This design comes from an exercise in tuning for small area and few clock cycles on the open sky130 flow, not from production work. Where RTL was checked, it was by simulation tests only, not by an equivalence proof against the original. Power and IR drop assume default switching activity.

==> flow/design.v <==
module multi_color_centroid_tracker #(
  parameter int NUM_COLORS = 2,
  parameter int DATA_W     = 12,
  parameter int COORD_W    = 16,
  parameter int CNT_W      = 24,
  parameter int SUM_W      = 40,
  parameter int MIN_PIXELS = 64,
  localparam int SEL_W     = (NUM_COLORS > 1) ? $clog2(NUM_COLORS) : 1,
  localparam int C_W       = DATA_W / 3
) (
  input  logic                          iCLK,
  input  logic                          iRST,
  input  logic                          iEN,
  input  logic                          iFVAL,
  input  logic                          iDATA_VAL,
  input  logic [DATA_W-1:0]             iDATA,
  input  logic [COORD_W-1:0]            iX_Cont,
  input  logic [COORD_W-1:0]            iY_Cont,
  input  logic                          iCFG_WE,
  input  logic [SEL_W-1:0]              iCFG_SEL,
  input  logic [DATA_W-1:0]             iCFG_MEAN,
  input  logic [C_W-1:0]                iCFG_THRESH,
  output logic [NUM_COLORS-1:0]         oOBJ_VAL,
  output logic [NUM_COLORS*COORD_W-1:0] oX_POS,
  output logic [NUM_COLORS*COORD_W-1:0] oY_POS,
  output logic                          oDONE,
  output logic                          oBUSY,
  output logic                          oOVERRUN
);
  localparam int               RHI_W   = SUM_W - COORD_W;      
  localparam int               LO0_W   = COORD_W / 2;          
  localparam int               LO1_W   = COORD_W - LO0_W;      
  localparam int               CLO_W   = 8;                    
  localparam int               STEPS   = 2 * COORD_W;          
  localparam int               STEP_W  = $clog2(STEPS);
  localparam logic [CNT_W-1:0] MIN_CNT = CNT_W'(MIN_PIXELS);
  function automatic logic color_match(input logic [DATA_W-1:0] pix,
                                       input logic [DATA_W-1:0] mean,
                                       input logic [C_W-1:0]    thr);
    logic         ok;
    logic [C_W:0] diff;
    logic [C_W-1:0] mag;
    ok = 1'b1;
    for (int c = 0; c < 3; c++) begin
      diff = {1'b0, pix[c*C_W +: C_W]} - {1'b0, mean[c*C_W +: C_W]};
      mag  = diff[C_W] ? -diff[C_W-1:0] : diff[C_W-1:0];
      if (mag > thr) ok = 1'b0;
    end
    color_match = ok;
  endfunction
  logic fval_q, fall_q;
  logic [NUM_COLORS-1:0][DATA_W-1:0] stg_mean_q, act_mean_q;
  logic [NUM_COLORS-1:0][C_W-1:0]    stg_thr_q, act_thr_q;
  always_ff @(posedge iCLK) begin
    if (iRST) begin
      stg_mean_q <= '0;
      stg_thr_q  <= '0;
    end else if (iCFG_WE && (int'(iCFG_SEL) < NUM_COLORS)) begin
      stg_mean_q[iCFG_SEL] <= iCFG_MEAN;
      stg_thr_q[iCFG_SEL]  <= iCFG_THRESH;
    end
  end
  always_ff @(posedge iCLK) begin
    if (!fval_q) begin
      act_mean_q <= stg_mean_q;
      act_thr_q  <= stg_thr_q;
    end
  end
  logic [NUM_COLORS-1:0]            match, add_en;
  logic [NUM_COLORS-1:0][SUM_W-1:0] acc_x_q, acc_y_q;
  logic [NUM_COLORS-1:0][CNT_W-1:0] acc_cnt_q;
  logic [NUM_COLORS-1:0]            acc_ovf_q;
  logic [NUM_COLORS-1:0]            cx0_q, cx1_q, cy0_q, cy1_q, cc_q;
  logic [NUM_COLORS-1:0][RHI_W-1:0] hi_x, hi_y;
  always_comb begin
    for (int k = 0; k < NUM_COLORS; k++) begin
      match[k]  = iEN & iFVAL & iDATA_VAL &
                  color_match(iDATA,
                              fval_q ? act_mean_q[k] : stg_mean_q[k],
                              fval_q ? act_thr_q[k]  : stg_thr_q[k]);
      add_en[k] = match[k] & ~(fval_q & (acc_ovf_q[k] | (&acc_cnt_q[k])));
    end
  end
  logic [NUM_COLORS-1:0][COORD_W-1:0] lo_x, lo_y;
  logic [NUM_COLORS-1:0]              cx0, cx1, cy0, cy1;
  logic [NUM_COLORS-1:0][CNT_W-1:0]   cnt_nx;
  logic [NUM_COLORS-1:0]              cc;
  for (genvar k = 0; k < NUM_COLORS; k++) begin : g_acc
    logic [COORD_W-1:0] ax, bx, ay, by;
    logic [COORD_W:0]   kx, ky;
    logic [RHI_W:0]     hx, hy;
    logic [CNT_W-1:0]   ac;
    logic [CNT_W:0]     kc;
    assign ax = fval_q ? acc_x_q[k][COORD_W-1:0] : '0;
    assign ay = fval_q ? acc_y_q[k][COORD_W-1:0] : '0;
    assign bx = add_en[k] ? iX_Cont : '0;
    assign by = add_en[k] ? iY_Cont : '0;
    for (genvar i = 0; i <= COORD_W; i++) begin : g_cin
      if (i == 0) begin : g_c0
        assign kx[i] = 1'b0;
        assign ky[i] = 1'b0;
      end else if (i == LO0_W) begin : g_c1
        assign kx[i] = fval_q & cx0_q[k];
        assign ky[i] = fval_q & cy0_q[k];
      end else begin : g_cn
        assign kx[i] = (ax[i-1] & bx[i-1]) | ((ax[i-1] ^ bx[i-1]) & kx[i-1]);
        assign ky[i] = (ay[i-1] & by[i-1]) | ((ay[i-1] ^ by[i-1]) & ky[i-1]);
      end
    end
    for (genvar i = 0; i < COORD_W; i++) begin : g_lo
      assign lo_x[k][i] = ax[i] ^ bx[i] ^ kx[i];
      assign lo_y[k][i] = ay[i] ^ by[i] ^ ky[i];
    end
    assign cx0[k] = (ax[LO0_W-1] & bx[LO0_W-1]) | ((ax[LO0_W-1] ^ bx[LO0_W-1]) & kx[LO0_W-1]);
    assign cy0[k] = (ay[LO0_W-1] & by[LO0_W-1]) | ((ay[LO0_W-1] ^ by[LO0_W-1]) & ky[LO0_W-1]);
    assign cx1[k] = kx[COORD_W];
    assign cy1[k] = ky[COORD_W];
    assign hx[0] = cx1_q[k];
    assign hy[0] = cy1_q[k];
    for (genvar i = 0; i < RHI_W; i++) begin : g_hi
      assign hi_x[k][i] = acc_x_q[k][COORD_W + i] ^ hx[i];
      assign hx[i + 1]  = acc_x_q[k][COORD_W + i] & hx[i];
      assign hi_y[k][i] = acc_y_q[k][COORD_W + i] ^ hy[i];
      assign hy[i + 1]  = acc_y_q[k][COORD_W + i] & hy[i];
    end
    assign ac = fval_q ? acc_cnt_q[k] : '0;
    for (genvar i = 0; i <= CNT_W; i++) begin : g_cc
      if (i == 0) begin : g_c0
        assign kc[i] = add_en[k];
      end else if (i == CLO_W) begin : g_c1
        assign kc[i] = fval_q & cc_q[k];
      end else begin : g_cn
        assign kc[i] = ac[i-1] & kc[i-1];
      end
    end
    for (genvar i = 0; i < CNT_W; i++) begin : g_cnt
      assign cnt_nx[k][i] = ac[i] ^ kc[i];
    end
    assign cc[k] = ac[CLO_W-1] & kc[CLO_W-1];
  end
  always_ff @(posedge iCLK) begin
    for (int k = 0; k < NUM_COLORS; k++) begin
      acc_ovf_q[k] <= fval_q & (acc_ovf_q[k] | (match[k] & (&acc_cnt_q[k])));
      acc_cnt_q[k] <= cnt_nx[k];
      cc_q[k]      <= cc[k];
      cx0_q[k]     <= cx0[k];
      cy0_q[k]     <= cy0[k];
      cx1_q[k]     <= cx1[k];
      cy1_q[k]     <= cy1[k];
      acc_x_q[k]   <= {fval_q ? hi_x[k] : RHI_W'(0), lo_x[k]};
      acc_y_q[k]   <= {fval_q ? hi_y[k] : RHI_W'(0), lo_y[k]};
    end
  end
  logic              run_q, done_q, busy, cap;
  logic [STEP_W-1:0] step_q;
  logic [NUM_COLORS-1:0] out_v_q, acc_valid;
  assign busy = run_q | done_q;
  assign cap  = fall_q & ~busy;
  always_comb begin
    for (int k = 0; k < NUM_COLORS; k++)
      acc_valid[k] = (acc_cnt_q[k] >= MIN_CNT) && !acc_ovf_q[k];
  end
  always_ff @(posedge iCLK) begin
    if (iRST) begin
      fval_q  <= 1'b0;
      fall_q  <= 1'b0;
      run_q   <= 1'b0;
      done_q  <= 1'b0;
      out_v_q <= '0;
    end else begin
      fval_q <= iFVAL;
      fall_q <= fval_q & ~iFVAL;
      done_q <= 1'b0;
      if (cap) begin
        run_q   <= |acc_valid;
        done_q  <= ~|acc_valid;
        out_v_q <= acc_valid;
      end else if (run_q && (&step_q)) begin
        run_q  <= 1'b0;
        done_q <= 1'b1;
      end
    end
  end
  always_ff @(posedge iCLK) begin
    if (cap) step_q <= '0;
    else     step_q <= step_q + 1'b1;
  end
  logic [NUM_COLORS-1:0][SUM_W-1:0] dx_q, dy_q, step_res;
  logic [NUM_COLORS-1:0][CNT_W-1:0] dc_q;
  always_comb begin
    for (int k = 0; k < NUM_COLORS; k++) begin
      logic [CNT_W:0] rem_sh, diff;
      rem_sh = dx_q[k][SUM_W-1:COORD_W-1];
      diff   = rem_sh - {1'b0, dc_q[k]};
      step_res[k] = {diff[CNT_W] ? rem_sh[CNT_W-1:0] : diff[CNT_W-1:0],
                     dx_q[k][COORD_W-2:0], ~diff[CNT_W]};
    end
  end
  always_ff @(posedge iCLK) begin
    for (int k = 0; k < NUM_COLORS; k++) begin
      if (cap) begin
        dx_q[k] <= {hi_x[k], acc_x_q[k][COORD_W-1:0]};
        dy_q[k] <= {hi_y[k], acc_y_q[k][COORD_W-1:0]};
        dc_q[k] <= acc_cnt_q[k];
      end else begin
        dx_q[k][SUM_W-1:COORD_W] <= dy_q[k][SUM_W-1:COORD_W];
        dy_q[k][SUM_W-1:COORD_W] <= step_res[k][SUM_W-1:COORD_W];
        if (run_q) begin
          dx_q[k][COORD_W-1:0] <= dy_q[k][COORD_W-1:0];
          dy_q[k][COORD_W-1:0] <= step_res[k][COORD_W-1:0];
        end
      end
    end
  end
  always_comb begin
    oBUSY    = busy;
    oDONE    = done_q;
    oOVERRUN = fall_q & busy;
    for (int k = 0; k < NUM_COLORS; k++) begin
      oOBJ_VAL[k]                  = out_v_q[k] & ~run_q;
      oX_POS[k*COORD_W +: COORD_W] = (out_v_q[k] & ~run_q) ? dx_q[k][COORD_W-1:0] : '0;
      oY_POS[k*COORD_W +: COORD_W] = (out_v_q[k] & ~run_q) ? dy_q[k][COORD_W-1:0] : '0;
    end
  end
endmodule
export LEC_CHECK = 0
export CAP_MARGIN = 20
export CORE_MARGIN = 2
export CORE_UTILIZATION = 40
export SLEW_MARGIN = 20
create_clock -name core_clock -period 8.0 [get_ports {iCLK}]
standard.sh (not shown) runs the stock make flow with config.mk's settings and CLKGATE_MAP_FILE= SYNTH_SCRIPT=/design/flow/synth_recipe.tcl, a recipe that flattens the netlist after the stock synthesis.
==> flow/flow/run.sh <==
#!/bin/bash
# Standard layout with smaller port buffers and a leaner clock tree (no dummy loads).
set -euo pipefail
export BUFFER_PORTS_ARGS="-buffer_cell sky130_fd_sc_hd__buf_1"
export CTS_ARGS="-sink_clustering_enable -repair_clock_nets -dont_use_dummy_load -sink_clustering_size 30 -sink_clustering_max_diameter 80"
bash standard.sh > standard.log 2>&1
The starting point finished with timing, DRC and antenna clean.
Testbench counts at the start, summed over its fixed seeds: cycles 126,318.
==> next run, changes <==
--- a/flow/design.v
+++ b/flow/design.v
@@ -38,13 +38,13 @@
                                        input logic [DATA_W-1:0] mean,
                                        input logic [C_W-1:0]    thr);
     logic         ok;
-    logic [C_W:0] diff;
-    logic [C_W-1:0] mag;
+    logic [C_W:0] lo, hi;
     ok = 1'b1;
     for (int c = 0; c < 3; c++) begin
-      diff = {1'b0, pix[c*C_W +: C_W]} - {1'b0, mean[c*C_W +: C_W]};
-      mag  = diff[C_W] ? -diff[C_W-1:0] : diff[C_W-1:0];
-      if (mag > thr) ok = 1'b0;
+      lo = {1'b0, mean[c*C_W +: C_W]} - {1'b0, thr};
+      hi = {1'b0, mean[c*C_W +: C_W]} + {1'b0, thr};
+      if (({1'b0, pix[c*C_W +: C_W]} > hi) || (!lo[C_W] && (pix[c*C_W +: C_W] < lo[C_W-1:0])))
+        ok = 1'b0;
     end
     color_match = ok;
   endfunction
=> The new run finished with timing, DRC and antenna clean. Wire length rose by 5.8%. Critical path depth shrinks by 2. Power rose by 6.4%. Combinational power goes up by about 20%. Hold slack stays flat. Clock skew went down by 0.021 ns. Count of clock-buffer cells in the layout rose by 2. Global-route usage grows by 0.59 points. Non-clock buffer count shrinks by 21. Synthesized cell count came out higher by about 3%. Worst setup slack is better by 0.31 ns.
For the second run of this note, only the layout was checked, not whether the RTL still works.

==> what the ideal ports hide <==
In the flow no input, the clock included, has a driving cell. The finished layouts below were timed again as built, in two steps. Step 1, drivers: a clkbuf_16 drives iCLK and a buf_2 each remaining input, both assumed. Step 2 moves the port delays by t, midway between the first and last clock arrival at a register: inputs arrive t later, outputs are due t later. That takes back most of the time a late clock gives input paths. a / b / c = ideal ports / drivers / drivers and shift; a / b = the first two.
run | shift t [ns] | setup slack, ns | worst setup path after step 2 | cell pins on the clock port's net
the first run | 0.641 | 0.309 / 0.346 / -0.296 | input to register | 1
the second run | 0.647 | 0.615 / 0.615 / 0.559 | input to register | 1
Met with ideal ports but missed after step 2: setup timing in the first run. For the first run, which loses most, drivers alone change the setup slack by +0.037 ns; drivers and shift together by -0.605 ns.
